Context: an optimization exercise on an open-source flow, tuned for small area, a short achievable clock period and few clock cycles per item. The choices shown serve that exercise and are no tape-out recipe.
Function was not checked in any run shown here: the RTL went through the layout flow alone.
Power is estimated from default activity; no workload was simulated.

--- config.mk ---
export PLATFORM = sky130hd
export DESIGN_NAME = link_reconnect_backoff_controller
export DESIGN_NICKNAME = link_reconnect_backoff_controller
export VERILOG_FILES = /design/flow/design.v
export SDC_FILE = /design/flow/constraint.sdc
export NUM_CORES = 4
export LEC_CHECK = 0
export CAP_MARGIN = 20
export CORE_MARGIN = 2
export CORE_UTILIZATION = 40
export SETUP_SLACK_MARGIN = 3.5
export SLEW_MARGIN = 20
export TNS_END_PERCENT = 20
--- constraint.sdc ---
create_clock -name core_clock -period 7.5 [get_ports {clk}]
set_input_delay 1.5000 -clock core_clock [delete_from_list [all_inputs] [get_ports {clk}]]
set_output_delay 1.5000 -clock core_clock [all_outputs]
set_load 0.01 [all_outputs]
--- design.v ---
package lrb_pkg;
    localparam int unsigned TIME_W = 32;
    localparam int unsigned MS_W = 31;
    localparam int unsigned CFG_IDX_W = 2;
    localparam logic [2:0] MODE_TICK = 3'd0;
    localparam logic [2:0] MODE_LINK_UP = 3'd1;
    localparam logic [2:0] MODE_LINK_DOWN = 3'd2;
    localparam logic [2:0] MODE_RECONNECT = 3'd3;
    localparam logic [2:0] MODE_START_FAILED = 3'd4;
    localparam logic [CFG_IDX_W-1:0] CFG_INITIAL_RETRY = 2'd0;
    localparam logic [CFG_IDX_W-1:0] CFG_MAX_RETRY = 2'd1;
    localparam logic [CFG_IDX_W-1:0] CFG_ATTEMPT_TIMEOUT = 2'd2;
    localparam logic [CFG_IDX_W-1:0] CFG_SETTLE = 2'd3;
    typedef struct packed {
        logic [4:0]        mode_oh;
        logic [TIME_W-1:0] now_ms;
        logic              link_up;
        logic              have_credentials;
        logic              scan_busy;
    } lrb_item_t;
    typedef struct packed {
        logic [MS_W-1:0] initial_retry_ms;
        logic [MS_W-1:0] max_retry_ms;
        logic [MS_W-1:0] attempt_timeout_ms;
        logic [MS_W-1:0] settle_ms;
    } lrb_cfg_t;
endpackage
module lrb_cfg_regs (
    input  logic                          clk,
    input  logic                          rst_n,
    input  logic                          wr_en,
    input  logic [lrb_pkg::CFG_IDX_W-1:0] wr_index,
    input  logic [lrb_pkg::MS_W-1:0]      wr_data,
    output lrb_pkg::lrb_cfg_t             cfg
);
    lrb_pkg::lrb_cfg_t cfg_reg;
    always_ff @(posedge clk or negedge rst_n)
    begin
        if (!rst_n)
        begin
            cfg_reg.initial_retry_ms <= lrb_pkg::MS_W'(1000);
            cfg_reg.max_retry_ms <= lrb_pkg::MS_W'(60000);
            cfg_reg.attempt_timeout_ms <= lrb_pkg::MS_W'(15000);
            cfg_reg.settle_ms <= lrb_pkg::MS_W'(500);
        end
        else if (wr_en)
        begin
            case (wr_index)
                lrb_pkg::CFG_INITIAL_RETRY: cfg_reg.initial_retry_ms <= wr_data;
                lrb_pkg::CFG_MAX_RETRY: cfg_reg.max_retry_ms <= wr_data;
                lrb_pkg::CFG_ATTEMPT_TIMEOUT: cfg_reg.attempt_timeout_ms <= wr_data;
                lrb_pkg::CFG_SETTLE: cfg_reg.settle_ms <= wr_data;
                default: cfg_reg <= cfg_reg;
            endcase
        end
    end
    assign cfg = cfg_reg;
endmodule
module lrb_step (
    input  logic [4:0]  mode_oh,
    input  logic [31:0] now,
    input  logic        link_up,
    input  logic        have_credentials,
    input  logic        scan_busy,
    input  logic        rr,
    input  logic        tick_rr,
    input  logic        att,
    input  logic        rp,
    input  logic        wu,
    input  logic        ntv,
    input  logic [30:0] bo,
    input  logic [31:0] tm,
    input  logic [31:0] ep,
    input  lrb_pkg::lrb_cfg_t cfg,
    input  logic        settle_zero,
    output logic        rr_n,
    output logic        att_n,
    output logic        rp_n,
    output logic        wu_n,
    output logic        ntv_n,
    output logic [30:0] bo_n,
    output logic [31:0] tm_n,
    output logic [31:0] ep_n,
    output logic        conn,
    output logic        disc,
    output logic        nup,
    output logic        ndown
);
    function automatic logic carry_out(input logic [31:0] g, input logic [31:0] p, input logic cin);
        logic [31:0] gg;
        logic [31:0] pp;
        gg = g;
        pp = p;
        for (int d = 1; d < 32; d = d * 2)
        begin
            for (int i = 31; i >= d; i--)
            begin
                gg[i] = gg[i] | (pp[i] & gg[i - d]);
                pp[i] = pp[i] & pp[i - d];
            end
        end
        carry_out = gg[31] | (pp[31] & cin);
    endfunction
    logic        m_tick, m_up, m_down, m_recon, m_fail;
    logic [31:0] add_a;
    logic [30:0] add_b;
    logic [31:0] sum;
    logic [31:0] ntm;
    logic        c31;
    logic        no_wrap;
    logic        reached;
    logic [31:0] tmo_n;
    logic [31:0] csa_s;
    logic [31:0] csa_c;
    logic        csa_k;
    logic        timed_out;
    logic        late;
    logic [31:0] dbl;
    logic [30:0] bo_sched;
    logic        active;
    logic        t_ok, t_rr_go, t_rp, t_att, t_idle, d_s, f_s;
    logic        conn0, conn1, sched0, sched1, sched;
    logic        clr, tm_sum;
    logic [31:0] tm_if0, tm_if1;
    logic [30:0] bo_if0, bo_if1;
    assign {m_fail, m_recon, m_down, m_up, m_tick} = mode_oh;
    assign active = att || link_up;
    assign add_a = m_fail ? tm : now;
    assign add_b = tick_rr ? (active ? cfg.settle_ms : 31'd0) : bo;
    assign sum   = add_a + {1'b0, add_b};
    assign ntm     = ~tm;
    assign c31     = carry_out({1'b0, now[30:0] & ntm[30:0]}, {1'b1, now[30:0] | ntm[30:0]}, 1'b1);
    assign no_wrap = carry_out(now & ntm, now | ntm, 1'b1);
    assign reached = !(now[31] ^ ntm[31] ^ c31);
    assign tmo_n     = ~{1'b0, cfg.attempt_timeout_ms};
    assign csa_s     = now ^ ntm ^ tmo_n;
    assign csa_c     = (now & ntm) | (now & tmo_n) | (ntm & tmo_n);
    assign csa_k     = carry_out({csa_s[31:2] & csa_c[30:1], 2'b00},
                                 {csa_s[31:2] | csa_c[30:1], 2'b11},
                                 csa_s[1] | csa_c[0]);
    assign timed_out = (csa_c[31] && csa_k) || ((csa_c[31] ^ csa_k) && !no_wrap);
    assign dbl      = {bo, 1'b0};
    assign bo_sched = (dbl < {1'b0, cfg.max_retry_ms}) ? dbl[30:0] : cfg.max_retry_ms;
    assign t_ok    = m_tick && have_credentials && !link_up;
    assign t_rr_go = t_ok && rr && !scan_busy && (!att || settle_zero);
    assign t_rp    = t_ok && !rr && rp;
    assign t_att   = t_ok && !rr && !rp && att;
    assign t_idle  = t_ok && !rr && !rp && !att;
    assign d_s     = m_down && have_credentials && !rp;
    assign f_s     = m_fail && att;
    assign late    = t_att ? timed_out : reached;
    assign conn0  = t_rr_go || (t_idle && !ntv);
    assign conn1  = t_rr_go || (t_rp && !scan_busy) || t_idle;
    assign sched0 = f_s || (d_s && !ntv);
    assign sched1 = f_s || d_s || t_att;
    assign conn   = late ? conn1 : conn0;
    assign sched  = late ? sched1 : sched0;
    assign clr    = m_up || (m_tick && (rr || !have_credentials));
    assign tm_sum = tick_rr;
    assign rr_n  = m_recon || (rr && !m_tick);
    assign wu_n  = m_up || (wu && !m_down);
    assign ep_n  = (m_up || m_down) ? ep + 32'd1 : ep;
    assign att_n = conn || (att && !(m_up || m_down || m_fail || (m_tick && (rr || !have_credentials)) ||
                                     (t_att && timed_out)));
    assign rp_n  = (tick_rr && have_credentials && !t_rr_go) ||
                   (rp && !(m_up || (m_tick && !have_credentials) || conn));
    assign ntv_n = sched || (ntv && !clr && !conn);
    assign tm_if0 = conn0 ? now : ((sched0 || tm_sum) ? sum : tm);
    assign tm_if1 = conn1 ? now : ((sched1 || tm_sum) ? sum : tm);
    assign bo_if0 = (m_up || tick_rr) ? cfg.initial_retry_ms : (sched0 ? bo_sched : bo);
    assign bo_if1 = (m_up || tick_rr) ? cfg.initial_retry_ms : (sched1 ? bo_sched : bo);
    assign tm_n   = late ? tm_if1 : tm_if0;
    assign bo_n   = late ? bo_if1 : bo_if0;
    assign disc  = (tick_rr && active) || (t_att && timed_out);
    assign nup   = m_up && !wu;
    assign ndown = m_down && wu;
endmodule
module link_reconnect_backoff_controller (
    input  logic                          clk,
    input  logic                          rst_n,
    input  logic                          cfg_wr_en,
    input  logic [lrb_pkg::CFG_IDX_W-1:0] cfg_index,
    input  logic [lrb_pkg::MS_W-1:0]      cfg_wr_data,
    input  logic                          items_valid,
    output logic                          items_ready,
    input  logic [2:0]                    items_mode,
    input  logic [lrb_pkg::TIME_W-1:0]    items_now_ms,
    input  logic                          items_link_up,
    input  logic                          items_have_credentials,
    input  logic                          items_scan_busy,
    output logic                          results_valid,
    input  logic                          results_ready,
    output logic                          results_cmd_connect,
    output logic                          results_cmd_disconnect,
    output logic                          results_notify_up,
    output logic                          results_notify_down,
    output logic                          results_attempt_active,
    output logic [lrb_pkg::TIME_W-1:0]    results_event_epoch,
    output logic [lrb_pkg::MS_W-1:0]      results_current_backoff_ms
);
    lrb_pkg::lrb_cfg_t  cfg;
    lrb_pkg::lrb_item_t s1_item_reg;
    logic        s1_valid_reg;
    logic        out_valid_reg;
    logic        advance;
    logic        tick_rr_reg;
    logic        settle_zero;
    logic        no_rr_reg, att_reg, rp_reg, wu_reg, ntv_reg;
    logic [30:0] bo_reg;
    logic [31:0] tm_reg;
    logic [31:0] ep_reg;
    logic        rr_n, att_n, rp_n, wu_n, ntv_n;
    logic [30:0] bo_n;
    logic [31:0] tm_n;
    logic [31:0] ep_n;
    logic        conn, disc, nup, ndown;
    logic [3:0]  cmd_reg;
    lrb_cfg_regs u_cfg (
        .clk      (clk),
        .rst_n    (rst_n),
        .wr_en    (cfg_wr_en),
        .wr_index (cfg_index),
        .wr_data  (cfg_wr_data),
        .cfg      (cfg)
    );
    assign settle_zero = (cfg.settle_ms == '0);
    lrb_step u_step (
        .mode_oh          (s1_item_reg.mode_oh),
        .now              (s1_item_reg.now_ms),
        .link_up          (s1_item_reg.link_up),
        .have_credentials (s1_item_reg.have_credentials),
        .scan_busy        (s1_item_reg.scan_busy),
        .rr               (!no_rr_reg),
        .tick_rr          (tick_rr_reg),
        .att              (att_reg),
        .rp               (rp_reg),
        .wu               (wu_reg),
        .ntv              (ntv_reg),
        .bo               (bo_reg),
        .tm               (tm_reg),
        .ep               (ep_reg),
        .cfg              (cfg),
        .settle_zero      (settle_zero),
        .rr_n             (rr_n),
        .att_n            (att_n),
        .rp_n             (rp_n),
        .wu_n             (wu_n),
        .ntv_n            (ntv_n),
        .bo_n             (bo_n),
        .tm_n             (tm_n),
        .ep_n             (ep_n),
        .conn             (conn),
        .disc             (disc),
        .nup              (nup),
        .ndown            (ndown)
    );
    assign advance = s1_valid_reg && (!out_valid_reg || results_ready);
    assign items_ready = !s1_valid_reg || advance;
    always_ff @(posedge clk)
    begin
        if (items_valid && items_ready)
        begin
            s1_item_reg.mode_oh <= {items_mode == lrb_pkg::MODE_START_FAILED,
                                    items_mode == lrb_pkg::MODE_RECONNECT,
                                    items_mode == lrb_pkg::MODE_LINK_DOWN,
                                    items_mode == lrb_pkg::MODE_LINK_UP,
                                    items_mode == lrb_pkg::MODE_TICK};
            s1_item_reg.now_ms <= items_now_ms;
            s1_item_reg.link_up <= items_link_up;
            s1_item_reg.have_credentials <= items_have_credentials;
            s1_item_reg.scan_busy <= items_scan_busy;
            tick_rr_reg <= (items_mode == lrb_pkg::MODE_TICK) && (advance ? rr_n : !no_rr_reg);
        end
        if (advance)
        begin
            cmd_reg <= {conn, disc, nup, ndown};
            tm_reg <= tm_n;
        end
    end
    always_ff @(posedge clk or negedge rst_n)
    begin
        if (!rst_n)
        begin
            s1_valid_reg <= 1'b0;
            out_valid_reg <= 1'b0;
            no_rr_reg <= 1'b0;
            att_reg <= 1'b0;
            rp_reg <= 1'b0;
            wu_reg <= 1'b0;
            ntv_reg <= 1'b0;
            bo_reg <= '0;
            ep_reg <= '0;
        end
        else
        begin
            if (items_ready)
            begin
                s1_valid_reg <= items_valid;
            end
            if (advance)
            begin
                out_valid_reg <= 1'b1;
                no_rr_reg <= !rr_n;
                att_reg <= att_n;
                rp_reg <= rp_n;
                wu_reg <= wu_n;
                ntv_reg <= ntv_n;
                bo_reg <= bo_n;
                ep_reg <= ep_n;
            end
            else if (results_ready)
            begin
                out_valid_reg <= 1'b0;
            end
        end
    end
    assign results_valid = out_valid_reg;
    assign results_cmd_connect = cmd_reg[3];
    assign results_cmd_disconnect = cmd_reg[2];
    assign results_notify_up = cmd_reg[1];
    assign results_notify_down = cmd_reg[0];
    assign results_attempt_active = att_reg;
    assign results_event_epoch = ep_reg;
    assign results_current_backoff_ms = bo_reg;
endmodule
--- flow/run.sh ---
#!/bin/bash
# The standard layout, with two changes:
# - the smallest plain buffer as the port buffer (every port is still buffered; the
#   standard flow picks a delay cell, and the footprint-matched resizing keeps it);
# - no separate half/full adder extraction before ABC maps the logic (the same
#   synthesis otherwise, so the same registers with the same names and cells).
set -euo pipefail
export BUFFER_PORTS_ARGS="-buffer_cell sky130_fd_sc_hd__buf_1"
export ADDER_MAP_FILE=
bash standard.sh > standard.log 2>&1
--- standard.sh ---
#!/bin/bash
# synth_recipe.tcl (not shown) runs the flow's synth.tcl, then flattens the netlist and writes it again
# the make line also repeats each setting of config.mk as NAME=value (left out here)
make -C /OpenROAD-flow-scripts/flow DESIGN_CONFIG=/design/flow/config.mk WORK_HOME=/design/flow/orfs CLKGATE_MAP_FILE= SYNTH_SCRIPT=/design/flow/synth_recipe.tcl "${@:-finish}"
==> results of run 1 <==
## logic make-up after synthesis
| group | count (synthesis) | share of synthesized area (%) |
|---|---|---|
| and+or+nand+nor | 405 | 12.2 |
| AOI/OAI and AO/OA | 356 | 15.4 |
| DFF | 271 | 44.1 |
| muxes | 177 | 11.9 |
| xor gates and xnor gates | 152 | 9.34 |
| buffers and inverters | 150 | 3.75 |
| adders and majority gates | 56 | 3.43 |
## through the flow
stage	utilization, %	instances
global placement	43.0	2198
finish	46.9	2278
floorplan	-	1567
global route	46.9	2278
detailed placement	43.0	2198
CTS	46.1	2262
## synthesized netlist by cell type, drive strengths merged, types with 12 or more instances
| cell type | n |
|---|---|
| o21ai | 64 |
| o211ai | 13 |
| mux2 | 131 |
| xor3 | 12 |
| nor3 | 24 |
| dfstp | 26 |
| nor2b | 29 |
| xnor2 | 85 |
| a21boi | 18 |
| o22ai | 13 |
| nand2b | 30 |
| xor2 | 54 |
| nand2 | 125 |
| a31oi | 17 |
| edfxtp | 77 |
| a22oi | 15 |
| dfrtp | 168 |
| buf | 32 |
| maj3 | 56 |
| a21oi | 71 |
| mux2i | 46 |
| nor2 | 96 |
| inv | 89 |
| o221ai | 26 |
| nand3 | 26 |
| clkbuf | 28 |
## placed cells by master (no fill, tap or decap), types with 27 or more instances in the layout
master and n:
sky130_fd_sc_hd__clkbuf_16 36, sky130_fd_sc_hd__nor2_1 94, sky130_fd_sc_hd__o21ai_0 55, sky130_fd_sc_hd__xnor2_1 85
sky130_fd_sc_hd__maj3_1 56, sky130_fd_sc_hd__a21oi_1 69, sky130_fd_sc_hd__mux2i_1 44, sky130_fd_sc_hd__nand2b_1 30
sky130_fd_sc_hd__nor2b_1 29, sky130_fd_sc_hd__mux2_2 131, sky130_fd_sc_hd__inv_1 88, sky130_fd_sc_hd__dfrtp_1 167
sky130_fd_sc_hd__nand2_1 124, sky130_fd_sc_hd__edfxtp_1 77, sky130_fd_sc_hd__buf_1 144, sky130_fd_sc_hd__xor2_1 53
sky130_fd_sc_hd__buf_4 27
## layer usage
layer | up-vias | track usage [%] | routed length (um)
li1 | 6035 | - | -
met1 | 6231 | 30.5 | 21600
met2 | 349 | 33.7 | 21100
met3 | 59 | 3.22 | 2590
met4 | 0 | 5.33 | 993
met5 | - | 0 | 0
## critical path, cell delays in order (launching register included)
cell and delay (ns):
sky130_fd_sc_hd__dfrtp_2 0.56, sky130_fd_sc_hd__o211ai_1 0.31, sky130_fd_sc_hd__nand2_1 0.14, sky130_fd_sc_hd__xnor2_1 0.22, sky130_fd_sc_hd__or4_1 0.58, sky130_fd_sc_hd__or3_1 0.42
sky130_fd_sc_hd__o311a_1 0.41, sky130_fd_sc_hd__nand4b_2 0.14, sky130_fd_sc_hd__a31oi_2 0.15, sky130_fd_sc_hd__o21ai_2 0.23, sky130_fd_sc_hd__maj3_1 0.24, sky130_fd_sc_hd__mux2_2 0.35
sky130_fd_sc_hd__o311ai_2 0.07
## path summary, 6_finish.rpt
path / from / end / cells past startpoint
setup / recovery: att_reg$_DFFE_PN0P_ / tm_reg[31]$_DFFE_PP_ / 12
hold / removal: s1_item_reg[38]$_DFFE_PP_ / no_rr_reg$_DFFE_PN0P_ / 1
setup reg to reg: att_reg$_DFFE_PN0P_ / tm_reg[31]$_DFFE_PP_ / 12
hold reg to reg: s1_item_reg[38]$_DFFE_PP_ / no_rr_reg$_DFFE_PN0P_ / 1
max in group asynchronous: rst_n / att_reg$_DFFE_PN0P_ / 3
min in group asynchronous: rst_n / u_cfg.cfg_reg[70]$_DFFE_PN0P_ / 1
## power by group
part | switching, uW | internal (uW) | leakage [uW]
Combinational | 1060 | 879 | 0.00384
Sequential | 350 | 1840 | 0.00307
Clock | 647 | 922 | 0.000532
Total | 2050 | 3640 | 0.00744
## timing repair
action,CTS,global route
gates cloned,2,3
buffers inserted,6,12
resized for setup,35,33
endpoints found under the setup margin,97,96
pin swaps,6,4
## layout make-up
type                    instances  area [sq um]
repair buffers                181           922
clock inverters                13           110
multi-input cells            1148          8830
well taps                     532           666
flip-flops and latches        271          7200
inverters                      90           342
clock buffers                  43           955
fillers                      3821         21500
==> flow_results.org, run 1 <==
** Run status
- The run finished with no timing, DRC or antenna violations.

** Cells and area
- Cells with a size suffix above 1 make up 17.8% of the layout.
- The repair_antennas step left the layout with diodes totalling 0.
- Flip-flop count of the largest register, all copies and words added :: 124
- From synthesis to final layout, the design area changed by 16.5%.
- Post-layout instance area :: 19000 sq um
- For this run, the post-layout net count is 1798.

** Placed design
- Placed cell areas :: 17400 sq um
- At the end of routability-driven placement, the weighted congestion stood at 0.877.
- In this run the tool buffered the top-level ports with 145 buffer cells.
- Setup slack after placement :: 2.27 ns
- Summed over all nets, the half-perimeter wirelength after detailed placement is 33.1 mm.

** Route
- Final ANT Viol Nets :: 0
- Dividing the detail-routed wire length by the instance count gives 20.3 um.
- In the routed design, unresolved DRC markers number 0.
- Initial detailed-routing violation count :: 854
- Vias per std cell :: 5.56
- The final route contains 12700 vias.
- Before antenna repair, the detailed router went through 6 iterations.
- Detailed-route wire length :: 46.3 mm

** Worst setup path
- Category of the worst setup path capture point :: flip-flop
- Kind of critical path :: reg2reg
- R2R setup slack :: 3.48 ns
- Data arrival time of the worst path :: 4.44 ns
- Max FO, Critical Path :: 18
- STA classifies the critical path startpoint as a flip-flop.
- Data required time of the critical path :: 7.91 ns

** Power
- In this run the static leakage power is 0.00744 uW.
- Dividing total power by cell area gives a power density of 299 nW/um^2.
- Maximum vdd drop :: 0.187 mV
- Power comes to 5690 uW.

** STA
- Hold is met by 0.461 ns.
- In the post-route analysis, the smallest setup slack over all paths is 3.48 ns.
- Tmin final :: 4.02 ns
- The worst pin sits at a relative slew slack of 40.3%.
- Final number of max-transition violations :: 0
- For the pin with the worst max-slew slack, the measured transition is 0.889 ns.
- Hold Violations, Final :: 0
- Setup violations remaining at the end of the flow were counted as 0.
- Setup repair after global routing could not meet its margin everywhere.
- Based on the critical path, the design can be clocked at up to 249 MHz.
- Worst Skew :: 0.0169 ns
- The final critical path takes up 53.6% of the cycle.
- Final TNS setup :: 0 ns

** Clock tree
- In this run the number of H-tree levels came out at 1.
- Number of buffers inserted by hold repair at cts :: 0
- The clock passes through at most 3 buffers.
- CTS Buf Count :: 30
- CTS placed an instance of sky130_fd_sc_hd__clkbuf_16 at the clock tree root.
- At the later pin of the worst-skew pair, clock insertion delay measures 0.59 ns.
- CTS saw 271 sinks.
- TritonCTS built the clock tree.
- Clock-pin slew was measured on the worst setup and hold paths at 0.06 ns.

** Floorplan
- In this run the count of I/O pins placed on the die edge is 146.
- The floorplan step defined a core boundary enclosing 40600 sq um.
- The die covers 42500 sq um.
- Vertical extent of the die :: 206 um
- Measured along the x axis, the die boundary spans 206 um.
- Row generation in the floorplan step produced 74 rows.
- For this configuration, the core starts out at a cell density of 40.3%.

** Global routing
- The via count of the first global-routing pass came to 12400.
- Largest net degree at the start of global routing :: 129
- Global routing consumed, over all layers together, 21.3% of the routing resources.
- The number of antenna violations at the first check in global routing is 0.
- Overflow after GRT :: 0
- Wire length of the first global-routing pass :: 70.5 mm

** Synthesis
- Syn_nets :: 1643
- Avg Cell Area, Syn :: 10.4 sq um
- Counting flops with an async set or reset pin after synthesis yields a share of 71.6%.
- Number of distinct library cells after synthesis :: 86
- The biggest area contributor in the post-synthesis netlist is sky130_fd_sc_hd__dfrtp_1.
- Fraction of post-synthesis cell area in the top cell type by area :: 25.7%
- Synthesis warning total :: 3
- Flops & latches, synth :: 271
- Netlist Area Pre-Place :: 16300 sq um
- Yosys attributes the largest share of cell area to sky130_fd_sc_hd__dfrtp_1 (26%), sky130_fd_sc_hd__edfxtp_1 (14%), sky130_fd_sc_hd__mux2_2 (9.0%).
- Register area share after synthesis :: 44.1%
- Cell count after synthesis :: 1567
- The most used flip-flop cell after synthesis is sky130_fd_sc_hd__dfrtp_1.
- Number of enable-type register cells in the synthesized netlist :: 77

** Flow run
- Number of maximum-capacitance violations :: 0

** Worst hold path
- Path type of the worst min-delay path :: reg2reg
==> run 2, diff against run 1 <==
--- a/config.mk
+++ b/config.mk
@@ -10,4 +10,5 @@
 export CORE_UTILIZATION = 40
+export CTS_CLUSTER_DIAMETER = 200
+export CTS_CLUSTER_SIZE = 20
 export SETUP_SLACK_MARGIN = 3.5
 export SLEW_MARGIN = 20
-export TNS_END_PERCENT = 20
==> flow_results.org, run 2 <==
** Synthesis
- The number of instances in the synthesized netlist was 1567 (unchanged).
- The number of flops mapped to enable cells by yosys is 77 (unchanged).
- The netlist area before placement was 16300 sq um (unchanged).
- The synthesis-stage register bit count was 271 (unchanged).
- The sequential fraction of the synthesis area was 44.1% (unchanged).
- Async set or reset register ratio after synthesis :: 71.6% (unchanged)
- Syn_nets :: 1643 (unchanged)
- The library cell occupying the most area in the post-synthesis netlist is sky130_fd_sc_hd__dfrtp_1 (unchanged).
- Fraction of post-synthesis cell area in the top cell type by area :: 25.7% (unchanged)
- The cell with the most instances after synthesis was sky130_fd_sc_hd__dfrtp_1 (unchanged).
- Main synth FF type :: sky130_fd_sc_hd__dfrtp_1 (unchanged)
- Main area contributors after synthesis: sky130_fd_sc_hd__dfrtp_1 (26%), sky130_fd_sc_hd__edfxtp_1 (14%), sky130_fd_sc_hd__mux2_2 (9.0%) (unchanged).
- The count of different cell masters after synthesis is 86 (unchanged).
- Synthesis warning total :: 3 (unchanged)
- Commonest cells in the synthesized netlist :: sky130_fd_sc_hd__dfrtp_1 (168), sky130_fd_sc_hd__mux2_2 (131), sky130_fd_sc_hd__nand2_1 (125) (unchanged)
- The mean instance size in the synthesized netlist was 10.4 sq um (unchanged).

** Floorplan
- Vertical extent of the die :: 206 um (unchanged)
- Number of placed I/O pins :: 146 (unchanged)
- The horizontal die dimension was 206 um (unchanged).
- Standard-cell row count :: 74 (unchanged)
- Floorplan core area :: 40600 sq um (unchanged)
- The die footprint was 42500 sq um (unchanged).
- The initial core utilization was 40.3% (unchanged).

** Power
- The clock network fraction of design power is 18.6% (was 27.6%).
- The worst vdd rail ir drop was 0.166 mV (was 0.187 mV).
- Leakage dissipation :: 0.00719 uW (was 0.00744 uW)
- The logic gate share of total power came to 38.0% (was 34.0%).
- The total power is 5040 uW (was 5690 uW).
- Net Sw Power :: 1890 uW (was 2050 uW)
- PwrDens :: 272 nW/um^2 (was 299 nW/um^2)
- Sw frac :: 37.6% (was 36.1%)
- The part of the total power dissipated in sequential elements came to 43.4% (was 38.4%).
- Internal power component :: 3140 uW (was 3640 uW)

** Worst setup path
- The largest fanout of any net on the critical path was 17 (was 18).
- R2R depth :: 13 (was 12)
- Category of the worst setup path capture point :: flip-flop (unchanged)
- The required time at the endpoint of the critical path is 7.72 ns (was 7.91 ns).
- Data arrival time of the worst path :: 4.09 ns (was 4.44 ns)
- Capture point of the worst reg-to-reg path :: tm_reg[9]$_DFFE_PP_ (was tm_reg[31]$_DFFE_PP_)
- Startpoint types :: flip-flop (unchanged)
- R2R setup slack :: 3.62 ns (was 3.48 ns)
- Kind of critical path :: reg2reg (unchanged)
- Startpoint of the most critical register-to-register path :: s1_item_reg[29]$_DFFE_PP_ (was att_reg$_DFFE_PN0P_)

** STA
- Worst Skew :: 0.0310 ns (was 0.0169 ns)
- The final count of hold timing violations is 0 (unchanged).
- Max Fclk :: 258 MHz (was 249 MHz)
- Portion of the clock cycle consumed by the worst path in the final layout :: 51.7% (was 53.6%)
- The total negative slack for setup checks came to 0 ns (unchanged).
- The final critical delay including setup and external delays came to 3.88 ns (was 4.02 ns).
- The final max-slew violation count was 0 (unchanged).
- Final setup viols :: 0 (unchanged)
- Setup repair after global routing missed its margin: true (unchanged).
- The tightest slew margin relative to the limit was 33.0% (was 40.3%).
- The transition time at the pin with the least slew margin was 0.995 ns (was 0.889 ns).

** Cells and area
- Fraction of final layout cells sized beyond drive strength 1 :: 16.4% (was 17.8%)
- Leading cell type in the layout, fill and taps excluded :: sky130_fd_sc_hd__dfrtp_1 (unchanged)
- The final layout net count was 1788 (was 1798).
- The antenna diode instance count was 0 (unchanged).
- Highest-count cells in the layout ignoring fill and taps: sky130_fd_sc_hd__dfrtp_1 (167), sky130_fd_sc_hd__buf_1 (144), sky130_fd_sc_hd__mux2_2 (131) (unchanged).
- Flip-flop count of the largest register, all copies and words added :: 124 (unchanged)
- Area growth from synthesis to layout :: 13.2% (was 16.5%)

** Clock tree
- The level count of the clock H-tree came to 1 (unchanged).
- Number of buffers inserted by hold repair at cts :: 0 (unchanged)
- The buffer depth of the longest clock path is 3 (unchanged).
- Latest clock arrival within the worst-skew pair :: 0.52 ns (was 0.59 ns)
- TritonCTS clock tree :: built (unchanged)
- CTS Buf Count :: 17 (was 30)
- Count of clock tree sinks :: 271 (unchanged)
- The clock-pin slew on the worst setup and hold paths is 0.09 ns (was 0.06 ns).
- Clock tree root driver cell :: sky130_fd_sc_hd__clkbuf_16 (unchanged)

** Route
- Initial detailed-routing violation count :: 1034 (was 854)
- The count of TritonRoute iterations in the first routing pass came to 7 (was 6).
- Post-detailed-route DRC marker count :: 0 (unchanged)
- The per-cell routed wire length is 20.0 um (was 20.3 um).
- The number of nets still failing antenna checks after routing was 0 (unchanged).
- Vias per std cell :: 5.55 (was 5.56)
- The total number of vias came to 12500 (was 12700).
- The total length of routed wires was 45.0 mm (was 46.3 mm).

** Global routing
- The remaining global-route overflow was 0 (unchanged).
- The total track usage came to 21.0% (was 21.3%).
- The number of antenna violations at the first check in global routing came to 0 (unchanged).
- Largest net degree at the start of global routing :: 158 (was 129)
- Vias in the first global route :: 12100 (was 12400)
- The global-route wire length before repair is 69.1 mm (was 70.5 mm).

** Worst hold path
- The worst-case hold path end point was no_rr_reg$_DFFE_PN0P_ (unchanged).
- Path type of the worst min-delay path :: reg2reg (unchanged)
- Worst hold path depth :: 1 (unchanged)
- Worst hold path startpoint :: s1_item_reg[38]$_DFFE_PP_ (unchanged)

** Placed design
- HPWL after detailed placement :: 32.9 mm (was 33.1 mm)
- Number of port buffers :: 145 (unchanged)
- Global placer's final weighted congestion :: 0.890 (was 0.877)

** Run status
- Status: no timing/DRC/antenna violations (unchanged).

** Flow run
- Number of maximum-capacitance violations :: 0 (unchanged)
==> run 2: cell types whose count changed in the layout (fill, tap and decap cells not counted), moves of 3 or more <==
cell / previous run / this run
sky130_fd_sc_hd__clkbuf_1: 2 / 10
sky130_fd_sc_hd__o21ai_0: 55 / 58
sky130_fd_sc_hd__o21ai_1: 7 / 4
sky130_fd_sc_hd__clkbuf_16: 36 / 18
sky130_fd_sc_hd__buf_4: 27 / 31
sky130_fd_sc_hd__clkinv_2: 5 / 0
sky130_fd_sc_hd__clkbuf_8: 7 / 0
sky130_fd_sc_hd__inv_4: 3 / 0
sky130_fd_sc_hd__buf_8: 0 / 3
==> run 2: power by group through the flow <==
stage	Sequential [uW]	Clock (uW)	Combinational, uW
global route	2220	1010	2110
global placement	2190	0	1760
finish	2180	939	1910
detailed placement	2200	0	1790
floorplan	2090	0	1380
CTS	2170	966	1840
==> run 2: metrics by stage <==
step	util, %	std cells	setup WS, ns	hold slack, ns	cell area (sq um)
final	45.6	2253	3.62	0.482	18500
after global routing	45.6	2253	3.44	0.507	18500
after CTS	44.8	2240	3.44	0.484	18200
after detailed placement	43.0	2198	2.25	0.473	17400
after global placement	43.0	2198	2.37	0.461	17400
after floorplan	-	1567	3.53	0.410	16400
==> run 2: worst max-delay path, cell delays in order, from the launching register on <==
cell,delay (ns)
sky130_fd_sc_hd__edfxtp_1,0.50
sky130_fd_sc_hd__inv_1,0.12
sky130_fd_sc_hd__nor2_1,0.07
sky130_fd_sc_hd__maj3_1,0.37
sky130_fd_sc_hd__a41oi_1,0.28
sky130_fd_sc_hd__a21oi_1,0.11
sky130_fd_sc_hd__or4_1,0.55
sky130_fd_sc_hd__nor3_1,0.31
sky130_fd_sc_hd__nor2_1,0.16
sky130_fd_sc_hd__a21o_1,0.21
sky130_fd_sc_hd__o2bb2ai_1,0.13
sky130_fd_sc_hd__a22o_1,0.24
sky130_fd_sc_hd__a41oi_4,0.31
sky130_fd_sc_hd__buf_8,0.23
==> run 2: area by class of cell <==
class / count / area [sq um]
well taps: 532 / 666
multi-input cells: 1147 / 8860
clock buffers: 27 / 463
flip-flops and latches: 271 / 7200
repair buffers: 185 / 946
clock inverters: 1 / 11.3
fillers: 3863 / 22100
inverters: 90 / 342
==> run 2: repair_timing <==
action	in CTS	in global routing
resized for setup	31	41
setup endpoints to repair	96	95
gates cloned	2	1
pin swaps	5	7
setup buffers	12	12
==> run 2: how the worst max path moves through the flow <==
| stage | depth (start not counted) | start | slack, ns | end |
|---|---|---|---|---|
| global route | 12 | tm_reg[0]$_DFFE_PP_ | 3.44 | tm_reg[1]$_DFFE_PP_ |
| global placement | 13 | s1_item_reg[31]$_DFFE_PP_ | 2.37 | tm_reg[1]$_DFFE_PP_ |
| floorplan | 12 | s1_item_reg[31]$_DFFE_PP_ | 3.53 | tm_reg[0]$_DFFE_PP_ |
| finish | 13 | s1_item_reg[29]$_DFFE_PP_ | 3.62 | tm_reg[9]$_DFFE_PP_ |
| CTS | 12 | tm_reg[5]$_DFFE_PP_ | 3.44 | tm_reg[1]$_DFFE_PP_ |
| detailed placement | 13 | s1_item_reg[31]$_DFFE_PP_ | 2.25 | tm_reg[1]$_DFFE_PP_ |
==> run 2: logic make-up (layout without fill, tap and decap cells) <==
| kind of cell | after synthesis | count (layout) | synth area share (%) |
|---|---|---|---|
| AOI/OAI and AO/OA | 356 | 356 | 15.4 |
| muxes | 177 | 177 | 11.9 |
| adders and majority gates | 56 | 56 | 3.43 |
| buffers and inverters | 150 | 303 | 3.75 |
| xor gates and xnor gates | 152 | 152 | 9.34 |
| and+or+nand+nor | 405 | 406 | 12.2 |
| DFF | 271 | 271 | 44.1 |
==> run 2: routing by layer <==
metal	wire (um)	GRT usage (%)
met5	0	0
met4	940	4.82
met2	20700	33.3
met1	21200	30.6
met3	2230	2.46
==> run 3, diff against run 2 <==
--- a/design.v
+++ b/design.v
@@ -122,3 +122,3 @@
     logic        conn0, conn1, sched0, sched1, sched;
-    logic        clr, tm_sum;
+    logic        clr, tm_sum, tm_now;
     logic [31:0] tm_if0, tm_if1;
@@ -128,3 +128,3 @@
     assign add_a = m_fail ? tm : now;
-    assign add_b = tick_rr ? (active ? cfg.settle_ms : 31'd0) : bo;
+    assign add_b = tick_rr ? cfg.settle_ms : bo;
     assign sum   = add_a + {1'b0, add_b};
@@ -167,4 +167,5 @@
     assign ntv_n = sched || (ntv && !clr && !conn);
-    assign tm_if0 = conn0 ? now : ((sched0 || tm_sum) ? sum : tm);
-    assign tm_if1 = conn1 ? now : ((sched1 || tm_sum) ? sum : tm);
+    assign tm_now = tick_rr && !active;
+    assign tm_if0 = (conn0 || tm_now) ? now : ((sched0 || tm_sum) ? sum : tm);
+    assign tm_if1 = (conn1 || tm_now) ? now : ((sched1 || tm_sum) ? sum : tm);
     assign bo_if0 = (m_up || tick_rr) ? cfg.initial_retry_ms : (sched0 ? bo_sched : bo);
--- a/config.mk
+++ b/config.mk
@@ -10,4 +10,2 @@
 export CORE_UTILIZATION = 40
-export CTS_CLUSTER_DIAMETER = 200
-export CTS_CLUSTER_SIZE = 20
 export SETUP_SLACK_MARGIN = 3.5
==> flow_results.org, run 3 <==
** Power
- The worst vdd rail ir drop is 0.144 mV (was 0.166 mV).
- The part of the total power dissipated in sequential elements was 36.9% (was 43.4%).
- Sw frac :: 35.6% (was 37.6%)
- Leakage dissipation :: 0.00729 uW (was 0.00719 uW)
- Net Sw Power :: 2130 uW (was 1890 uW)
- The clock network fraction of design power came to 28.9% (was 18.6%).
- The logic gate share of total power was 34.2% (was 38.0%).
- The design internal power was 3850 uW (was 3140 uW).
- PwrDens :: 315 nW/um^2 (was 272 nW/um^2)

** Synthesis
- The count of different cell masters after synthesis is 81 (was 86).
- Register area share after synthesis :: 44.6% (was 44.1%)
- Cell count after synthesis :: 1507 (was 1567)
- Netlist Area Pre-Place :: 16100 sq um (was 16300 sq um)
- Main area contributors after synthesis :: sky130_fd_sc_hd__dfrtp_1 (26%), sky130_fd_sc_hd__edfxtp_1 (14%), sky130_fd_sc_hd__mux2_2 (9.0%) (unchanged)
- The share of the synthesized area in the top cell type came to 26.0% (was 25.7%).
- The mean instance size in the synthesized netlist came to 10.7 sq um (was 10.4 sq um).
- The synthesized netlist net count came to 1583 (was 1643).
- Flops & latches, synth :: 271 (unchanged)
- Main synth FF type :: sky130_fd_sc_hd__dfrtp_1 (unchanged)
- The library cell occupying the most area in the post-synthesis netlist was sky130_fd_sc_hd__dfrtp_1 (unchanged).
- Top-count cell post-synth :: sky130_fd_sc_hd__dfrtp_1 (unchanged)
- The fraction of synthesis flops using an asynchronous set or reset pin was 71.6% (unchanged).
- Synthesis warning total :: 3 (unchanged)
- Number of enable-type register cells in the synthesized netlist :: 77 (unchanged)
- Commonest cells in the synthesized netlist :: sky130_fd_sc_hd__dfrtp_1 (168), sky130_fd_sc_hd__mux2_2 (129), sky130_fd_sc_hd__xnor2_1 (122) (was sky130_fd_sc_hd__dfrtp_1 (168), sky130_fd_sc_hd__mux2_2 (131), sky130_fd_sc_hd__nand2_1 (125))

** STA
- The total negative slack for setup checks was 0 ns (unchanged).
- The final count of hold timing violations came to 0 (unchanged).
- Max Fclk :: 241 MHz (was 258 MHz)
- The total setup violations reported at the end of the flow came to 0 (unchanged).
- Setup repair after global routing missed its margin: true (unchanged).
- The share of the clock period used by the worst path after layout is 55.2% (was 51.7%).
- The final critical delay including setup and external delays was 4.14 ns (was 3.88 ns).
- The final hold slack was 0.439 ns (was 0.482 ns).
- Worst-Margin Slew :: 0.925 ns (was 0.995 ns)
- The tightest slew margin relative to the limit is 38.3% (was 33.0%).
- Final number of max-transition violations :: 0 (unchanged)
- The worst setup skew after layout was 0.0260 ns (was 0.0310 ns).

** Clock tree
- Number of buffers inserted by hold repair at cts :: 0 (unchanged)
- The buffer depth of the longest clock path is 3 (unchanged).
- Clock-pin slew of the registers on the worst-case setup and hold paths :: 0.06 ns (was 0.09 ns)
- TritonCTS clock tree :: built (unchanged)
- Clock tree root driver cell :: sky130_fd_sc_hd__clkbuf_16 (unchanged)
- Latest clock arrival within the worst-skew pair :: 0.56 ns (was 0.52 ns)
- Level count of the clock H-tree :: 2 (was 1)
- The number of buffers inserted during clock tree synthesis came to 34 (was 17).
- The number of clock sinks came to 271 (unchanged).

** Route
- Vias per std cell :: 5.55 (about the same)
- The number of nets still failing antenna checks after routing came to 0 (unchanged).
- The detailed router's first-iteration violation count is 767 (was 1034).
- Detailed-route wire length :: 44.8 mm (was 45.0 mm)
- The count of TritonRoute iterations in the first routing pass is 5 (was 7).
- The per-cell routed wire length was 20.1 um (was 20.0 um).
- Post-detailed-route DRC marker count :: 0 (unchanged)
- Vias :: 12400 (was 12500)

** Floorplan
- The die footprint is 42000 sq um (was 42500 sq um).
- Floorplan core area :: 39800 sq um (was 40600 sq um)
- The cell row count was 73 (was 74).
- Vertical extent of the die :: 205 um (was 206 um)
- Starting utilization of the core area :: 40.5% (was 40.3%)
- The count of pins on the block boundary came to 146 (unchanged).
- Die boundary width :: 205 um (was 206 um)

** Cells and area
- The flip-flop count of the largest register, all copies and words added came to 124 (unchanged).
- Number of nets in the layout :: 1750 (was 1788)
- Leading cell type in the layout, fill and taps excluded :: sky130_fd_sc_hd__dfrtp_1 (unchanged)
- The post-route cell area came to 19000 sq um (was 18500 sq um).
- Area growth from synthesis to layout :: 17.7% (was 13.2%)
- The share of layout cells above drive strength 1 came to 18.9% (was 16.4%).
- Highest-count cells in the layout ignoring fill and taps: sky130_fd_sc_hd__dfrtp_1 (167), sky130_fd_sc_hd__buf_1 (144), sky130_fd_sc_hd__mux2_2 (129) (was sky130_fd_sc_hd__dfrtp_1 (167), sky130_fd_sc_hd__buf_1 (144), sky130_fd_sc_hd__mux2_2 (131)).

** Worst setup path
- The largest fanout of any net on the critical path was 5 (was 17).
- The type of destination of the critical path was a flip-flop (unchanged).
- Family with the most delay on the worst path :: compound AO/OA/AOI/OAI gates (unchanged)
- Critical Path, Cell by Cell: buf_6 > mux2i_4 > or2_4 > a2111o_1 > a2111oi_4 > o31a_2 > o2111ai_2 > o41a_1 > o21a_1 > a2bb2oi_4 > maj3_2 > xnor2_1 > a221o_1 (was inv_1 > nor2_1 > maj3_1 > a41oi_1 > a21oi_1 > or4_1 > nor3_1 > nor2_1 > a21o_1 > o2bb2ai_1 > a22o_1 > a41oi_4 > buf_8).
- Max incr delay on CP :: 0.47 ns (was 0.55 ns)
- Data arrival time of the worst path :: 4.44 ns (was 4.09 ns)
- Startpoint types :: flip-flop (unchanged)
- The required time at the endpoint of the critical path is 7.79 ns (was 7.72 ns).
- Cell with the largest stage delay on the worst path :: sky130_fd_sc_hd__a2111o_1 (was sky130_fd_sc_hd__or4_1)
- The worst-case register-to-register setup slack was 3.36 ns (was 3.62 ns).
- The start-to-end type of the worst setup path is reg2reg (unchanged).
- The buffer and inverter count on the worst path came to 1 (was 2).

** Global routing
- Wire length of the first global-routing pass :: 69.0 mm (was 69.1 mm)
- Vias in the first global route :: 12000 (was 12100)
- Overflow after GRT :: 0 (unchanged)
- Largest net degree at the start of global routing :: 75 (was 158)
- The number of antenna violations at the first check in global routing came to 1 (was 0).
- The total track usage came to 21.4% (was 21.0%).

** Worst hold path
- The type of the worst min-delay path is reg2reg (unchanged).

** Run status
- Status :: no timing/DRC/antenna violations (unchanged)

** Placed design
- The detailed-placement wirelength estimate was 31.7 mm (was 32.9 mm).
- The global placement routability congestion came to 0.884 (was 0.890).
- Number of port buffers :: 145 (unchanged)
- Placed cell areas :: 17300 sq um (was 17400 sq um)

** Flow run
- Number of maximum-capacitance violations :: 0 (unchanged)
## run 3: cell types whose count changed in the layout (fill, tap and decap cells not counted), sizes merged, moves of 20 or more
cell and delta:
a31oi +23, clkbuf +20, mux2i +43, nand2 -35, o22a +23, xnor2 +38
xor2 -21
## run 3: cell type report
type                            instances  area [sq um]
Multi-Input combinational cell       1108          8720
Timing Repair Buffer                  189           975
Clock buffer                           48           993
Antenna cell                            1          2.50
Tap cell                              525           657
Fill cell                            3696         20800
Sequential cell                       271          7200
Inverter                               70           263
Clock inverter                         14           189
## run 3: metrics by stage
| step | cells | worst slack [ns] | util (%) | total power [uW] |
|---|---|---|---|---|
| after floorplan | 1507 | 3.52 | - | 3600 |
| after global placement | 2133 | 2.73 | 43.4 | 4090 |
| after detailed placement | 2133 | 2.67 | 43.4 | 4140 |
| after CTS | 2211 | 3.40 | 47.0 | 5940 |
| after global routing | 2226 | 3.22 | 47.7 | 6330 |
| final | 2226 | 3.36 | 47.7 | 5980 |
## run 3: final timing paths
kind | start | to | cells past startpoint
worst max-delay path | tick_rr_reg$_DFFE_PP_ | tm_reg[31]$_DFFE_PP_ | 13
worst min-delay path | s1_item_reg[38]$_DFFE_PP_ | no_rr_reg$_DFFE_PN0P_ | 1
worst max register to register | tick_rr_reg$_DFFE_PP_ | tm_reg[31]$_DFFE_PP_ | 13
worst min register to register | s1_item_reg[38]$_DFFE_PP_ | no_rr_reg$_DFFE_PN0P_ | 1
max in group asynchronous | rst_n | bo_reg[8]$_DFFE_PN0P_ | 2
min in group asynchronous | rst_n | ep_reg[7]$_DFFE_PN0P_ | 1
## run 3: logic make-up after synthesis
kind of cell / after synthesis / share of synthesized area, %
and+or+nand+nor: 340 / 10.3
AOI/OAI and AO/OA: 339 / 14.9
DFF: 271 / 44.6
muxes: 218 / 14.6
xor gates and xnor gates: 162 / 9.38
buffers and inverters: 129 / 3.26
adders and majority gates: 48 / 2.98
## run 3: per-layer routing
metal	part of all wire, %	track usage (%)
met1	48	30.4
met2	44	32.4
met3	4.8	3.82
met4	3.7	8.20
met5	0	0
## run 3: timing repair
item	CTS	global route
cloned	1	0
gates resized for setup	22	36
setup buffers	15	14
setup endpoints to repair	96	83
pin swaps	7	20
## run 3: power groups by stage
stage	clock (uW)	sequential, uW	combinational (uW)
2_1_floorplan	0	2100	1500
3_3_place_gp	0	2210	1880
3_5_place_dp	0	2220	1920
4_1_cts	1770	2190	1980
5_1_grt	1820	2250	2260
6_report	1730	2210	2050
==> run 4, diff against run 3 <==
--- a/config.mk
+++ b/config.mk
@@ -12 +12,2 @@
 export SLEW_MARGIN = 20
+export TNS_END_PERCENT = 20
==> flow_results.org, run 4 <==
** Run status
- Status: no timing/DRC/antenna violations (unchanged).

** Synthesis
- Number of enable-type register cells in the synthesized netlist :: 77 (unchanged)
- The number of warnings issued by yosys is 3 (unchanged).
- Main area contributors after synthesis :: sky130_fd_sc_hd__dfrtp_1 (26%), sky130_fd_sc_hd__edfxtp_1 (14%), sky130_fd_sc_hd__mux2_2 (9.0%) (unchanged)
- The combinational family with the most area after synthesis is compound AO/OA/AOI/OAI gates (unchanged).
- The count of different cell masters after synthesis came to 81 (unchanged).
- Main synth FF type :: sky130_fd_sc_hd__dfrtp_1 (unchanged)
- Avg Cell Area, Syn :: 10.7 sq um (unchanged)
- Area share of fa/ha/maj cells after synthesis :: 2.98% (unchanged)
- Flops & latches, synth :: 271 (unchanged)
- Async set or reset register ratio after synthesis :: 71.6% (unchanged)
- The fraction of the mapped netlist area in simple logic gates came to 10.3% (unchanged).
- Syn_nets :: 1583 (unchanged)
- Commonest cells in the synthesized netlist :: sky130_fd_sc_hd__dfrtp_1 (168), sky130_fd_sc_hd__mux2_2 (129), sky130_fd_sc_hd__xnor2_1 (122) (unchanged)
- Share of synthesized area spent on multiplexers :: 14.6% (unchanged)
- The fraction of synthesized cell area in xor and xnor cells is 9.38% (unchanged).
- The library cell occupying the most area in the post-synthesis netlist is sky130_fd_sc_hd__dfrtp_1 (unchanged).
- The sequential fraction of the synthesis area was 44.6% (unchanged).
- The netlist area before placement was 16100 sq um (unchanged).
- Synth Area in Compound Gates :: 14.9% (unchanged)
- Fraction of post-synthesis cell area in the top cell type by area :: 26.0% (unchanged)
- Top-count cell post-synth :: sky130_fd_sc_hd__dfrtp_1 (unchanged)
- The number of instances in the synthesized netlist is 1507 (unchanged).

** Floorplan
- The area of the core region is 39800 sq um (unchanged).
- Die boundary width :: 205 um (unchanged)
- Starting utilization of the core area :: 40.5% (unchanged)
- The count of pins on the block boundary came to 146 (unchanged).
- Die ar. :: 42000 sq um (unchanged)
- The cell row count was 73 (unchanged).
- Vertical extent of the die :: 205 um (unchanged)

** STA
- Setup repair after global routing missed its margin: true (unchanged).
- Tmin final :: 4.14 ns (about the same)
- Tightest slew margin relative to the limit :: 38.4% (was 38.3%)
- Worst Skew :: 0.0252 ns (was 0.0260 ns)
- The share of the clock period used by the worst path after layout was 55.2% (about the same).
- Worst-Margin Slew :: 0.924 ns (was 0.925 ns)
- The total negative slack for setup checks came to 0 ns (unchanged).
- Final number of max-transition violations :: 0 (unchanged)
- Max Fclk :: 241 MHz (about the same)
- Final setup viols :: 0 (unchanged)
- The final count of hold timing violations was 0 (unchanged).

** Power
- The worst vdd rail ir drop came to 0.144 mV (about the same).
- The leakage power total came to 0.00723 uW (was 0.00729 uW).
- The cell area power density is 315 nW/um^2 (about the same).
- The total power is 5960 uW (was 5980 uW).

** Route
- Vias per std cell :: 5.55 (about the same)
- The total length of routed wires was 44.7 mm (was 44.8 mm).
- The count of TritonRoute iterations in the first routing pass was 7 (was 5).
- Vias :: 12300 (was 12400)
- The number of nets still failing antenna checks after routing was 0 (unchanged).
- The length of routed met3 wiring came to 2.36 mm (was 2.16 mm).
- Initial detailed-routing violation count :: 792 (was 767)
- Highest metal used :: met4 (unchanged)
- The wire length on met1 is 21.1 mm (was 21.4 mm).
- The per-cell routed wire length is 20.1 um (about the same).
- Detailed-routed wire length on met2 :: 19.4 mm (was 19.6 mm)
- The number of remaining DRC errors was 0 (unchanged).

** Global routing
- Largest net degree at the start of global routing :: 75 (unchanged)
- Wire length of the first global-routing pass :: 68.9 mm (was 69.0 mm)
- Overflow after GRT :: 0 (unchanged)
- The via count of the first global-routing pass was 11900 (was 12000).
- The number of antenna violations at the first check in global routing came to 1 (unchanged).
- Total GRT Usage :: 21.4% (about the same)

** Worst setup path
- Startpoint of the most critical register-to-register path :: tick_rr_reg$_DFFE_PP_ (unchanged)
- The critical path arrival is 4.44 ns (about the same).
- The element type at the critical path start was a flip-flop (unchanged).
- Data required time of the critical path :: 7.79 ns (about the same)
- Kind of critical path :: reg2reg (unchanged)
- Critical Path, Cell by Cell :: buf_6 > mux2i_4 > or2_4 > a2111o_1 > a2111oi_4 > o31a_2 > o2111ai_2 > o41a_1 > o21a_1 > a2bb2oi_4 > maj3_2 > xnor2_1 > a221o_1 (unchanged)
- The slowest cell on the critical path is sky130_fd_sc_hd__a2111o_1 (unchanged).
- The type of destination of the critical path is a flip-flop (unchanged).
- Launch point of the worst path :: tick_rr_reg$_DFFE_PP_ (unchanged)
- The largest fanout of any net on the critical path was 5 (unchanged).
- The biggest cell delay along the critical path came to 0.47 ns (about the same).

** Clock tree
- The library cell used as clock root buffer is sky130_fd_sc_hd__clkbuf_16 (unchanged).
- The clock-pin slew on the worst setup and hold paths is 0.06 ns (about the same).
- Clock Path Buffers :: 3 (unchanged)
- Latest clock arrival within the worst-skew pair :: 0.56 ns (about the same)
- The clock tree from TritonCTS was built (unchanged).
- The hold buffer count at cts came to 0 (unchanged).
- Level count of the clock H-tree :: 2 (unchanged)
- The number of buffers inserted during clock tree synthesis came to 34 (unchanged).
- The number of clock sinks is 271 (unchanged).

** Worst hold path
- Worst hold path startpoint :: s1_item_reg[38]$_DFFE_PP_ (unchanged)
- Path type of the worst min-delay path :: reg2reg (unchanged)

** Flow run
- Number of maximum-capacitance violations :: 0 (unchanged)

** Placed design
- The number of input and output port buffers inserted was 145 (unchanged).
- The detailed-placement wirelength estimate came to 31.7 mm (unchanged).
- The global placement routability congestion was 0.884 (unchanged).

** Cells and area
- The fill cell instance count of the final layout was 3699 (was 3696).
- Number of nets in the layout :: 1743 (was 1750)
- The area added between synthesis and finish came to 17.1% (was 17.7%).
- Highest-count cells in the layout ignoring fill and taps :: sky130_fd_sc_hd__dfrtp_1 (167), sky130_fd_sc_hd__buf_1 (144), sky130_fd_sc_hd__mux2_2 (129) (unchanged)
- Flip-flop count of the largest register, all copies and words added :: 124 (unchanged)
- Fraction of final layout cells sized beyond drive strength 1 :: 18.3% (was 18.9%)
- Leading cell type in the layout, fill and taps excluded :: sky130_fd_sc_hd__dfrtp_1 (unchanged)
-- run 4: cell families (layout without fill, tap and decap cells) --
kind of cell / count (synthesis) / in the layout
compound gates: 339 / 340
xor+xnor: 162 / 162
fa+ha+maj: 48 / 48
buf+inv: 129 / 314
flops: 271 / 271
mux: 218 / 218
other cells: 0 / 1
simple gates: 340 / 340
-- run 4: per-layer routing --
layer,vias to the layer above,global-route usage [%]
met5,-,0
met4,0,8.20
met3,83,3.82
met2,319,32.3
met1,6052,30.4
li1,5872,-
-- run 4: power by group --
group          internal (uW)  switching, uW  leakage [uW]
clock network           1040            688      0.000589
registers               1840            366       0.00303
logic                    964           1070       0.00361
total                   3840           2120       0.00723
-- run 4: final cells by class --
type                       count  area (sq um)  area share (%)
multi-input combinational   1108          8690            45.9
sequential                   271          7200            38.1
clock buffer                  48           993            5.25
timing repair buffer         182           918            4.86
tap                          525           657            3.47
inverter                      70           263            1.39
clock inverter                14           189           0.999
antenna                        1          2.50          0.0132
-- run 4: worst paths after layout --
path / end / slack, ns / depth (start not counted)
min in group asynchronous: ep_reg[7]$_DFFE_PN0P_ / 1.07 / 1
worst max register to register: tm_reg[31]$_DFFE_PP_ / 3.36 / 13
max in group asynchronous: bo_reg[8]$_DFFE_PN0P_ / 4.96 / 2
worst min-delay path: no_rr_reg$_DFFE_PN0P_ / 0.44 / 1
worst min register to register: no_rr_reg$_DFFE_PN0P_ / 0.44 / 1
worst max-delay path: tm_reg[31]$_DFFE_PP_ / 3.36 / 13
-- run 4: repair_timing --
item | 4_1_cts | 5_1_grt
gates cloned | 1 | 0
endpoints found under the setup margin | 96 | 83
setup buffers | 12 | 10
gates resized for setup | 22 | 25
pin swaps | 6 | 16
-- run 4: worst max-delay path: cells and delay by family (launching register included) --
family	cells	cell delay (ns)
and+or+nand+nor	1	0.27
DFF	1	0.44
buffers and inverters	1	0.17
muxes	1	0.20
xor gates and xnor gates	1	0.13
AOI/OAI and AO/OA	8	2.33
adders and majority gates	1	0.33
-- run 4: per-stage QoR --
stage / util [%] / cells / cell area, sq um / hold slack, ns / setup slack (ns)
finish: 47.5 / 2219 / 18900 / 0.438 / 3.36
floorplan: - / 1507 / 16200 / 0.410 / 3.52
global route: 47.5 / 2219 / 18900 / 0.466 / 3.22
global placement: 43.4 / 2133 / 17300 / 0.419 / 2.73
detailed placement: 43.4 / 2133 / 17300 / 0.426 / 2.67
CTS: 46.9 / 2208 / 18700 / 0.436 / 3.40
==> run 5, diff against run 4 <==
--- a/design.v
+++ b/design.v
@@ -72,3 +72,2 @@
     input  logic [31:0] tm,
-    input  logic [31:0] ep,
     input  lrb_pkg::lrb_cfg_t cfg,
@@ -82,3 +81,2 @@
     output logic [31:0] tm_n,
-    output logic [31:0] ep_n,
     output logic        conn,
@@ -161,3 +159,2 @@
     assign wu_n  = m_up || (wu && !m_down);
-    assign ep_n  = (m_up || m_down) ? ep + 32'd1 : ep;
     assign att_n = conn || (att && !(m_up || m_down || m_fail || (m_tick && (rr || !have_credentials)) ||
@@ -211,3 +208,6 @@
     logic [31:0] tm_reg;
-    logic [31:0] ep_reg;
+    logic [31:0] ep_raw_reg;
+    logic        ep_ok_reg;
+    logic [31:0] ep_cur;
+    logic        ep_step;
     logic        rr_n, att_n, rp_n, wu_n, ntv_n;
@@ -215,3 +215,2 @@
     logic [31:0] tm_n;
-    logic [31:0] ep_n;
     logic        conn, disc, nup, ndown;
@@ -241,3 +240,2 @@
         .tm               (tm_reg),
-        .ep               (ep_reg),
         .cfg              (cfg),
@@ -251,3 +249,2 @@
         .tm_n             (tm_n),
-        .ep_n             (ep_n),
         .conn             (conn),
@@ -257,2 +254,4 @@
     );
+    assign ep_cur  = ep_ok_reg ? ep_raw_reg : '0;
+    assign ep_step = s1_item_reg.mode_oh[1] || s1_item_reg.mode_oh[2];
     assign advance = s1_valid_reg && (!out_valid_reg || results_ready);
@@ -278,2 +277,6 @@
             tm_reg <= tm_n;
+            if (ep_step)
+            begin
+                ep_raw_reg <= ep_cur + 32'd1;
+            end
         end
@@ -292,3 +295,3 @@
             bo_reg <= '0;
-            ep_reg <= '0;
+            ep_ok_reg <= 1'b0;
         end
@@ -309,3 +312,6 @@
                 bo_reg <= bo_n;
-                ep_reg <= ep_n;
+                if (ep_step)
+                begin
+                    ep_ok_reg <= 1'b1;
+                end
             end
@@ -323,3 +329,3 @@
     assign results_attempt_active = att_reg;
-    assign results_event_epoch = ep_reg;
+    assign results_event_epoch = ep_cur;
     assign results_current_backoff_ms = bo_reg;
--- a/config.mk
+++ b/config.mk
@@ -12,2 +12 @@
 export SLEW_MARGIN = 20
-export TNS_END_PERCENT = 20
==> flow_results.org, run 5 <==
** Synthesis
- Register area share after synthesis :: 45.3% (was 44.6%)
- The share of the synthesized area in the top cell type came to 21.0% (was 26.0%).
- Async set or reset register ratio after synthesis :: 59.9% (was 71.6%)
- The netlist area before placement came to 16300 sq um (was 16100 sq um).
- The cell with the most instances after synthesis was sky130_fd_sc_hd__dfrtp_1 (unchanged).
- Top cell type by total area after synthesis :: sky130_fd_sc_hd__dfrtp_1 (unchanged)
- Commonest cells in the synthesized netlist :: sky130_fd_sc_hd__dfrtp_1 (137), sky130_fd_sc_hd__mux2_2 (130), sky130_fd_sc_hd__nand2_1 (116) (was sky130_fd_sc_hd__dfrtp_1 (168), sky130_fd_sc_hd__mux2_2 (129), sky130_fd_sc_hd__xnor2_1 (122))
- Number of distinct library cells after synthesis :: 80 (was 81)
- The number of warnings issued by yosys is 3 (unchanged).
- The mean instance size in the synthesized netlist is 10.6 sq um (was 10.7 sq um).
- The number of instances in the synthesized netlist was 1536 (was 1507).
- The commonest register cell after synthesis is sky130_fd_sc_hd__dfrtp_1 (unchanged).
- Flops & latches, synth :: 272 (was 271)
- Number of enable-type register cells in the synthesized netlist :: 109 (was 77)
- Main area contributors after synthesis :: sky130_fd_sc_hd__dfrtp_1 (21%), sky130_fd_sc_hd__edfxtp_1 (20%), sky130_fd_sc_hd__mux2_2 (9.0%) (was sky130_fd_sc_hd__dfrtp_1 (26%), sky130_fd_sc_hd__edfxtp_1 (14%), sky130_fd_sc_hd__mux2_2 (9.0%))
- Syn_nets :: 1612 (was 1583)

** Route
- Highest metal used :: met4 (unchanged)
- The total number of vias is 12400 (was 12300).
- Per-cell routed wire length :: 19.2 um (was 20.1 um)
- The number of nets still failing antenna checks after routing came to 0 (unchanged).
- Detailed-route wire length :: 43.1 mm (was 44.7 mm)
- The via-per-instance ratio was 5.54 (was 5.55).
- The length of routed met3 wiring came to 2.05 mm (was 2.36 mm).
- Detailed-routed wire length on met2 :: 19.4 mm (about the same)
- The detailed router's first-iteration violation count was 790 (was 792).
- TritonRoute pass-1 iters :: 5 (was 7)
- Post-detailed-route DRC marker count :: 0 (unchanged)
- The wire length on met1 was 20.3 mm (was 21.1 mm).

** Placed design
- The number of input and output port buffers inserted was 145 (unchanged).
- HPWL after detailed placement :: 30.7 mm (was 31.7 mm)
- The global placement routability congestion is 0.885 (was 0.884).

** Flow run
- Number of maximum-capacitance violations :: 0 (unchanged)

** Worst setup path
- The type of destination of the critical path was a flip-flop (unchanged).
- The required time at the endpoint of the critical path was 7.78 ns (was 7.79 ns).
- Data arrival time of the worst path :: 4.24 ns (was 4.44 ns)
- Launch point of the worst path :: s1_item_reg[39]$_DFFE_PP_ (was tick_rr_reg$_DFFE_PP_)
- The start of the worst register-to-register path is s1_item_reg[39]$_DFFE_PP_ (was tick_rr_reg$_DFFE_PP_).
- The terminus of the critical flop-to-flop path was tm_reg[31]$_DFFE_PP_ (unchanged).
- R2R setup slack :: 3.54 ns (was 3.36 ns)
- R2R depth :: 15 (was 13)
- Max FO, Critical Path :: 6 (was 5)
- The start-to-end type of the worst setup path is reg2reg (unchanged).
- Startpoint types :: flip-flop (unchanged)

** Global routing
- The number of antenna violations at the first check in global routing is 0 (was 1).
- The global-route wire length before repair is 65.3 mm (was 68.9 mm).
- The largest net degree at the start of global routing is 68 (was 75).
- Vias in the first global route :: 11700 (was 11900)
- The total track usage came to 19.8% (was 21.4%).
- Overflow after GRT :: 0 (unchanged)

** Power
- The clock network fraction of design power was 28.7% (was 29.0%).
- The logic gate share of total power was 33.7% (was 34.0%).
- Net Sw Power :: 2080 uW (was 2120 uW)
- Sw frac :: 35.2% (was 35.5%)
- Maximum vdd drop :: 0.205 mV (was 0.144 mV)
- Internal power component :: 3830 uW (was 3840 uW)
- PwrDens :: 308 nW/um^2 (was 315 nW/um^2)
- Total power draw :: 5910 uW (was 5960 uW)
- The part of the total power dissipated in sequential elements was 37.7% (was 37.0%).
- The leakage power total came to 0.00719 uW (was 0.00723 uW).

** STA
- Setup repair after global routing missed its margin :: true (unchanged)
- Final setup viols :: 0 (unchanged)
- Max Fclk :: 252 MHz (was 241 MHz)
- The share of the clock period used by the worst path after layout was 52.8% (was 55.2%).
- Tmin final :: 3.96 ns (was 4.14 ns)
- Final number of max-transition violations :: 0 (unchanged)
- The tightest slew margin relative to the limit is 42.6% (was 38.4%).
- The total negative slack for setup checks was 0 ns (unchanged).
- The final hold slack came to 0.435 ns (was 0.438 ns).
- The final count of hold timing violations came to 0 (unchanged).
- The worst setup skew after layout was 0.0240 ns (was 0.0252 ns).
- Worst-Margin Slew :: 0.861 ns (was 0.924 ns)

** Cells and area
- N_diodes :: 0 (was 1)
- Filler cells :: 3750 (was 3699)
- Flip-flop count of the largest register, all copies and words added :: 124 (unchanged)
- Number of nets in the layout :: 1773 (was 1743)
- Fraction of final layout cells sized beyond drive strength 1 :: 17.9% (was 18.3%)
- The area added between synthesis and finish is 17.5% (was 17.1%).
- The commonest non-fill, non-tap cell in the layout is sky130_fd_sc_hd__buf_1 (was sky130_fd_sc_hd__dfrtp_1).
- Highest-count cells in the layout ignoring fill and taps :: sky130_fd_sc_hd__buf_1 (144), sky130_fd_sc_hd__dfrtp_1 (137), sky130_fd_sc_hd__mux2_2 (130) (was sky130_fd_sc_hd__dfrtp_1 (167), sky130_fd_sc_hd__buf_1 (144), sky130_fd_sc_hd__mux2_2 (129))

** Clock tree
- Clock tree root driver cell :: sky130_fd_sc_hd__clkbuf_16 (unchanged)
- The buffer depth of the longest clock path was 3 (unchanged).
- Latest clock arrival within the worst-skew pair :: 0.55 ns (was 0.56 ns)
- Level count of the clock H-tree :: 2 (unchanged)
- TritonCTS clock tree :: built (unchanged)
- CTS Buf Count :: 34 (unchanged)
- Clock-pin slew of the registers on the worst-case setup and hold paths :: 0.06 ns (about the same)
- Count of clock tree sinks :: 272 (was 271)
- Number of buffers inserted by hold repair at cts :: 0 (unchanged)

** Worst hold path
- Path type of the worst min-delay path :: reg2reg (unchanged)
- Worst hold path depth :: 1 (unchanged)
- Worst hold endpoint :: no_rr_reg$_DFFE_PN0P_ (unchanged)
- Worst hold path startpoint :: s1_item_reg[38]$_DFFE_PP_ (unchanged)

** Run status
- Status: no timing/DRC/antenna violations (unchanged).

** Floorplan
- Starting utilization of the core area :: 40.8% (was 40.5%)
- Floorplan core area :: 40000 sq um (was 39800 sq um)
- Number of placed I/O pins :: 146 (unchanged)
- The die footprint was 42400 sq um (was 42000 sq um).
- Vertical extent of the die :: 206 um (was 205 um)
- Standard-cell row count :: 73 (unchanged)
- Die boundary width :: 206 um (was 205 um)
-- run 5: cell types whose count changed after synthesis, moves of 7 or more --
cell,delta
sky130_fd_sc_hd__a31oi_1,-30
sky130_fd_sc_hd__and2_1,+41
sky130_fd_sc_hd__o22a_1,-29
sky130_fd_sc_hd__nand2_1,+26
sky130_fd_sc_hd__edfxtp_1,+32
sky130_fd_sc_hd__nand3_1,+10
sky130_fd_sc_hd__xnor2_1,-7
sky130_fd_sc_hd__nor2_1,-30
sky130_fd_sc_hd__o21ai_0,+39
sky130_fd_sc_hd__xor2_1,+8
sky130_fd_sc_hd__a22oi_1,+23
sky130_fd_sc_hd__dfrtp_1,-31
-- run 5: how the worst max path moves through the flow --
stage / end / slack [ns]
after CTS: tm_reg[31]$_DFFE_PP_ / 3.38
after floorplan: tm_reg[0]$_DFFE_PP_ / 3.58
after detailed placement: tm_reg[31]$_DFFE_PP_ / 2.80
final: tm_reg[31]$_DFFE_PP_ / 3.54
after global placement: tm_reg[31]$_DFFE_PP_ / 2.93
after global routing: tm_reg[31]$_DFFE_PP_ / 3.39
-- run 5: area by class of cell --
cell class,count,area [sq um],share of cell area [%]
repair buffers,182,950,4.96
clock inverters,12,179,0.934
clock buffers,49,988,5.16
flip-flops and latches,272,7380,38.5
well taps,525,657,3.43
inverters,72,270,1.41
multi-input cells,1135,8730,45.6
-- run 5: power by group through the flow --
| stage | clock network (uW) | registers [uW] | logic [uW] |
|---|---|---|---|
| after detailed placement | 0 | 2240 | 1830 |
| after floorplan | 0 | 2120 | 1430 |
| final | 1690 | 2230 | 1990 |
| after global placement | 0 | 2230 | 1790 |
| after CTS | 1740 | 2210 | 1870 |
| after global routing | 1810 | 2270 | 2190 |
-- run 5: repair_timing --
item | CTS | global route
pin swaps | 2 | 10
setup buffers | 5 | 14
setup endpoints to repair | 89 | 88
cloned | 0 | 4
gates resized for setup | 17 | 54
-- run 5: cells by family (layout without fill, tap and decap cells) --
| kind of cell | count (synthesis) | after routing | synth area share (%) |
|---|---|---|---|
| fa+ha+maj | 49 | 49 | 3.02 |
| buf+inv | 131 | 315 | 3.25 |
| flops | 272 | 272 | 45.3 |
| xor+xnor | 161 | 161 | 9.11 |
| mux | 217 | 217 | 14.3 |
| simple gates | 373 | 373 | 11.3 |
| compound gates | 333 | 335 | 13.7 |
-- run 5: worst max-delay path, stage by stage, from the launching register on --
cell and delay (ns):
sky130_fd_sc_hd__edfxtp_1 0.40, sky130_fd_sc_hd__buf_4 0.16, sky130_fd_sc_hd__buf_12 0.14, sky130_fd_sc_hd__mux2i_4 0.20, sky130_fd_sc_hd__nor2_2 0.08, sky130_fd_sc_hd__maj3_2 0.33, sky130_fd_sc_hd__a2111o_1 0.39, sky130_fd_sc_hd__a221o_1 0.41
sky130_fd_sc_hd__a222oi_1 0.23, sky130_fd_sc_hd__buf_4 0.19, sky130_fd_sc_hd__o31ai_4 0.07, sky130_fd_sc_hd__o2111a_2 0.32, sky130_fd_sc_hd__o31ai_4 0.28, sky130_fd_sc_hd__a2111oi_1 0.12, sky130_fd_sc_hd__a311oi_1 0.27, sky130_fd_sc_hd__o31ai_1 0.10
-- run 5: metal layers --
metal | up-vias | global-route usage (%)
met2 | 325 | 30.1
met5 | - | 0
met4 | 0 | 7.86
met1 | 6085 | 28.6
li1 | 5961 | -
met3 | 67 | 2.62
-- run 5: metrics by stage --
| step | util [%] | std cells | area, sq um | setup WS (ns) |
|---|---|---|---|---|
| after global routing | 47.9 | 2247 | 19200 | 3.39 |
| after detailed placement | 43.5 | 2163 | 17400 | 2.80 |
| after global placement | 43.5 | 2163 | 17400 | 2.93 |
| final | 47.9 | 2247 | 19200 | 3.54 |
| after floorplan | - | 1536 | 16300 | 3.58 |
| after CTS | 46.8 | 2229 | 18700 | 3.38 |

Check on run 5: ideal ports give 3.537 ns setup slack; a clkbuf_16 on the clock port and buf_2 on the inputs give 3.537 ns; moving port delays by the midpoint clock arrival (0.583 ns) as well gives 3.537 ns.
